Context: an optimization exercise on an open-source flow, tuned for small area and a short achievable clock period. The choices shown serve that exercise and are no tape-out recipe. At most, simulation tests tie the RTL to the original design; equivalence was not proved. Power is estimated from default activity; no workload was simulated.

== JK ==
==> flow/design.v <==
package pipe_trace_pkg;
    localparam logic [1:0] ST_IDLE_ENC      = 2'd0;
    localparam logic [1:0] ST_ARMED_ENC     = 2'd1;
    localparam logic [1:0] ST_TRIGGERED_ENC = 2'd2;
    localparam logic [1:0] ST_DONE_ENC      = 2'd3;
    typedef enum logic [1:0] {
        ST_IDLE      = ST_IDLE_ENC,
        ST_ARMED     = ST_ARMED_ENC,
        ST_TRIGGERED = ST_TRIGGERED_ENC,
        ST_DONE      = ST_DONE_ENC
    } pipe_trace_state_e;
endpackage
module trace_ram #(
    parameter int DEPTH  = 16,
    parameter int W      = 160,
    parameter int NSEL   = 12,
    parameter int SEL_LO = 3
) (
    input  logic              clk,
    input  logic              shift_i,
    input  logic [W-1:0]      wdata_i,
    input  logic [NSEL-1:0]   sel_i,
    output logic [W-1:0]      rdata_o
);
    logic [DEPTH-1:0][W-1:0] rows_q;
    logic [W-1:0]            out_q, out_d;
    always_comb begin
        out_d = '0;
        for (int k = 0; k < NSEL; k++) begin
            out_d = out_d | ({W{sel_i[k]}} & rows_q[SEL_LO+k]);
        end
    end
    always_ff @(posedge clk) begin
        if (shift_i) begin
            rows_q <= {rows_q[DEPTH-2:0], wdata_i};
            out_q  <= out_d;
        end
    end
    assign rdata_o = out_q;
endmodule
module pipe_trace_buffer #(
    parameter int NUM_CH    = 4,
    parameter int CH_W      = 32,
    parameter int PC_W      = 32,
    parameter int DEPTH     = 16,
    parameter int POST_TRIG = 4,
    parameter int TS_W      = 16
) (
    input  logic                       clk,
    input  logic                       rst_n,
    input  logic                       sample_en,
    input  logic [PC_W-1:0]            pc_in,
    input  logic [NUM_CH*CH_W-1:0]     ch_in,
    input  logic                       arm,
    input  logic                       trig_en,
    input  logic [PC_W-1:0]            trig_pc,
    output logic [1:0]                 state,
    output logic                       wrapped,
    output logic [$clog2(DEPTH+1)-1:0] count,
    output logic                       rd_valid,
    input  logic                       rd_ready,
    output logic [PC_W-1:0]            rd_pc,
    output logic [NUM_CH*CH_W-1:0]     rd_data
);
    localparam int CNT_W   = $clog2(DEPTH+1);
    localparam int DATA_W  = NUM_CH*CH_W;
    localparam int ENTRY_W = PC_W + DATA_W;
    localparam int NSEL    = DEPTH - POST_TRIG;
    localparam int SEL_LO  = POST_TRIG - 1;
    localparam int POST_W  = (POST_TRIG > 1) ? $clog2(POST_TRIG) : 1;
    if ((DEPTH < 2) || ((DEPTH & (DEPTH - 1)) != 0) || (TS_W < 1)
        || (POST_TRIG < 1) || (POST_TRIG > DEPTH - 1)) begin : g_bad_params
        $error("pipe_trace_buffer: invalid DEPTH/POST_TRIG/TS_W");
    end
    pipe_trace_pkg::pipe_trace_state_e  state_q, state_d;
    logic [CNT_W-1:0]   count_q, count_d;
    logic               wrapped_q, wrapped_d;
    logic [POST_W-1:0]  post_q, post_d;
    logic               rd_valid_q, rd_valid_d;
    logic [NSEL-1:0]    sel_q, sel_d, sel_same, sel_inc;
    logic               done_q;
    logic               last_w;
    logic               writing;
    logic               shift;
    logic               trig_hit;
    logic [ENTRY_W-1:0] rdata;
    assign done_q   = (state_q == pipe_trace_pkg::ST_DONE);
    assign writing  = sample_en && ((state_q == pipe_trace_pkg::ST_ARMED)
                                 || (state_q == pipe_trace_pkg::ST_TRIGGERED));
    assign trig_hit = trig_en && (pc_in == trig_pc);
    assign shift    = done_q ? (rd_valid_q && rd_ready) : sample_en;
    always_comb begin
        state_d    = state_q;
        count_d    = count_q;
        wrapped_d  = wrapped_q;
        post_d     = post_q;
        rd_valid_d = rd_valid_q;
        if (arm) begin
            state_d    = pipe_trace_pkg::ST_ARMED;
            count_d    = '0;
            wrapped_d  = 1'b0;
            rd_valid_d = 1'b0;
        end else begin
            if (writing) begin
                if (count_q == CNT_W'(DEPTH)) begin
                    wrapped_d = 1'b1;
                end else begin
                    count_d = count_q + CNT_W'(1);
                end
            end
            unique case (state_q)
                pipe_trace_pkg::ST_IDLE: ;
                pipe_trace_pkg::ST_ARMED: begin
                    if (sample_en && trig_hit) begin
                        state_d = pipe_trace_pkg::ST_TRIGGERED;
                        post_d  = POST_W'(POST_TRIG - 1);
                    end
                end
                pipe_trace_pkg::ST_TRIGGERED: begin
                    if (sample_en) begin
                        post_d = post_q - POST_W'(1);
                        if (post_q == '0) begin
                            state_d    = pipe_trace_pkg::ST_DONE;
                            rd_valid_d = 1'b1;
                        end
                    end
                end
                pipe_trace_pkg::ST_DONE: begin
                    if (rd_valid_q && rd_ready) begin
                        count_d    = count_q - CNT_W'(1);
                        rd_valid_d = (count_q != CNT_W'(1));
                    end
                end
                default: ;
            endcase
        end
    end
    always_comb begin
        for (int k = 0; k < NSEL; k++) begin
            if (k == NSEL - 1) begin
                sel_same[k] = (count_q >= CNT_W'(DEPTH - 1));
                sel_inc[k]  = (count_q >= CNT_W'(DEPTH - 2));
            end else begin
                sel_same[k] = (count_q == CNT_W'(SEL_LO + 1 + k));
                sel_inc[k]  = (count_q == CNT_W'(SEL_LO + k));
            end
        end
        if (arm) begin
            sel_d = '0;
        end else if (writing) begin
            sel_d = sel_inc;
        end else begin
            sel_d = sel_same;
        end
    end
    always_ff @(posedge clk or negedge rst_n) begin
        if (!rst_n) begin
            state_q    <= pipe_trace_pkg::ST_IDLE;
            count_q    <= '0;
            wrapped_q  <= 1'b0;
            post_q     <= '0;
            rd_valid_q <= 1'b0;
        end else begin
            state_q    <= state_d;
            count_q    <= count_d;
            wrapped_q  <= wrapped_d;
            post_q     <= post_d;
            rd_valid_q <= rd_valid_d;
        end
    end
    assign last_w = (state_q == pipe_trace_pkg::ST_TRIGGERED) && (post_q == '0) && sample_en;
    always_ff @(posedge clk) begin
        if (!done_q && !last_w) begin
            sel_q <= sel_d;
        end
    end
    trace_ram #(
        .DEPTH (DEPTH),
        .W     (ENTRY_W),
        .NSEL  (NSEL),
        .SEL_LO(SEL_LO)
    ) u_ram (
        .clk     (clk),
        .shift_i (shift),
        .wdata_i ({pc_in, ch_in}),
        .sel_i   (sel_q),
        .rdata_o (rdata)
    );
    assign state    = state_q;
    assign wrapped  = wrapped_q;
    assign count    = count_q;
    assign rd_valid = rd_valid_q;
    assign rd_pc    = rdata[DATA_W +: PC_W];
    assign rd_data  = rdata[DATA_W-1:0];
endmodule
clock: 4.6 ns
lec_check: 0
cap_margin: 20
core_margin: 2
core_utilization: 40
cts_cluster_diameter: 100
cts_cluster_size: 30
setup_slack_margin: 2.1
slew_margin: 20
run.sh (not shown) runs the stock make flow with config.mk's settings and CLKGATE_MAP_FILE= SYNTH_SCRIPT=/design/flow/synth_recipe.tcl, a recipe that flattens the netlist after the stock synthesis.
Inputs modified between JK and MS:
Settings: swapping 40 for 60 in CORE_UTILIZATION.
- On maximum fanout along the worst path, the lower figure sits with JK, not MS.
- Route | MS vs JK | wire shorter in MS
- Comparing JK with MS, the multi-input logic area came out essentially unchanged.
- In MS relative to JK, power had gone down slightly.
- The clock power in MS is 0.929 times that in JK.
- JK has lower minimum period implied by the final worst setup slack than MS.
- MS vs. JK: area of all placed cells without fillers went down by about 1.2%.
- In MS relative to JK, count of clock-buffer cells in the layout had gone up slightly.
- Sequential share of layout area (lower): JK
The following lists how AL was set up differently from MS:
Settings: SETUP_SLACK_MARGIN changed from 2.1 to 2.2; CORE_UTILIZATION changed from 60 to 40.
--- outcome ---
[compare] base=MS new=AL: total of plain and repair buffers excluding clock buffers -30; clock transition at the registers of the reported paths neither gained nor lost much; proportion of synthesized area in mux cells held; number of inserted filler cells in the final layout rose by about 90%; count of clock-buffer cells in the layout down about 0.9%.
When the final numbers for AL and MS were put side by side, the count of instances resized after the clock tree is built turned out to be greater in AL.
Looking at slowest library cell on the worst path, the sky130_fd_sc_hd__edfxtp_1 result is from AL; the sky130_fd_sc_hd__dfrtp_1 one comes from MS.
Looking at standby leakage power across both flows, AL is the stronger of the two, with MS trailing.
The type of the worst min-delay path comes out in -> reg in one run and reg -> reg in the other, namely in MS and AL respectively.

## the reference run
Another version of the RTL of pipe_trace_buffer (not shown whole).
Size in the first run: about 4300 cells after synthesis, roughly 2600 flip-flops, ~90000 um2 of cells after synthesis.
clock: 4.6 ns
lec_check: 0
cap_margin: 20
core_margin: 2
core_utilization: 55
cts_cluster_diameter: 100
cts_cluster_size: 30
setup_slack_margin: 2.4
slew_margin: 20
standard.sh (not shown) runs the stock make flow with config.mk's settings and CLKGATE_MAP_FILE= SYNTH_SCRIPT=/design/flow/synth_recipe.tcl, a recipe that flattens the netlist after the stock synthesis.
==> flow/flow/run.sh <==
#!/bin/bash
# Layout flow: the standard ORFS flow (standard.sh, unchanged synthesis,
# floorplan, power grid, placement, CTS and routing), except that the
# buffers buffer_ports puts on every input and output port are plain
# sky130_fd_sc_hd__buf_2 cells instead of the cell it picks by default (a
# clock delay buffer). Timing repair resizes them afterwards as usual.
# make's full output goes to standard_sh.log; each ORFS step keeps its own
# log under orfs/logs/.
set -euo pipefail
cd "$(dirname "$0")/.."
export BUFFER_PORTS_ARGS="-buffer_cell sky130_fd_sc_hd__buf_2"
bash standard.sh finish > standard_sh.log 2>&1
--- input diff the reference run..the trial run ---
--- a/flow/config.mk
+++ b/flow/config.mk
@@ -11,4 +11,4 @@
 export CTS_CLUSTER_DIAMETER = 100
 export CTS_CLUSTER_SIZE = 30
-export SETUP_SLACK_MARGIN = 2.4
+export SETUP_SLACK_MARGIN = 2.35
 export SLEW_MARGIN = 20
[summary]
The final layout from the trial run, which completed every stage, passed the timing, DRC and antenna checks at the end of the flow. The sequential power share reported for the trial run is greater than that of the reference run by 0.3 points. Per the comparison of the trial run with the reference run, internal power went down by 0.49%, maximum buffer depth of the clock tree shows no meaningful change, number of non-clock buffers in the layout moved down, design area fell 1.3%, proportion of power drawn by the clock network has remained practically unchanged. Sort the reference run and the trial run by met2 routed wirelength, descending, and the reference run comes first. Taking the reference run as the reference, in the trial run power density over the cells +3.4 nW/um2; area used by multi-input combinational logic ~0 delta.
No run of this note included a check of the RTL's function; only the layout flow was run.

-- re-timing with driven ports --
No port has a modelled driver above. Below, the same layouts with a new extraction and two added sets of constraints. Step 1: set_driving_cell puts a clkbuf_16 on clk and a buf_2 on each other input, an assumption about the parent block. Step 2 moves the port delays by t, midway between the first and last clock arrival at a register: inputs arrive t later, outputs are due t later. That takes back most of the time a late clock gives input paths. Slacks: ideal ports / drivers / drivers and shift; pairs: ideal ports / drivers.
| run | t (ns) | setup WS [ns] | worst setup path after step 2 | worst slew at a driven data input, ns |
|---|---|---|---|---|
| JK | 0.875 | 2.124 / 2.071 / 1.350 | input to register | 0.11 |
| MS | 0.802 | 2.067 / 2.067 / 1.327 | input to register | 0.14 |
| AL | 0.871 | 2.157 / 2.077 / 1.345 | input to register | 0.11 |
| the reference run | 0.841 | 2.248 / 2.280 / 1.467 | input to register | 0.12 |
| the trial run | 0.835 | 2.232 / 2.284 / 1.459 | input to register | 0.13 |
After both steps every run listed still meets setup and hold. The setup slack of AL, which loses most, moves by -0.080 ns with the drivers and by -0.812 ns with both steps.
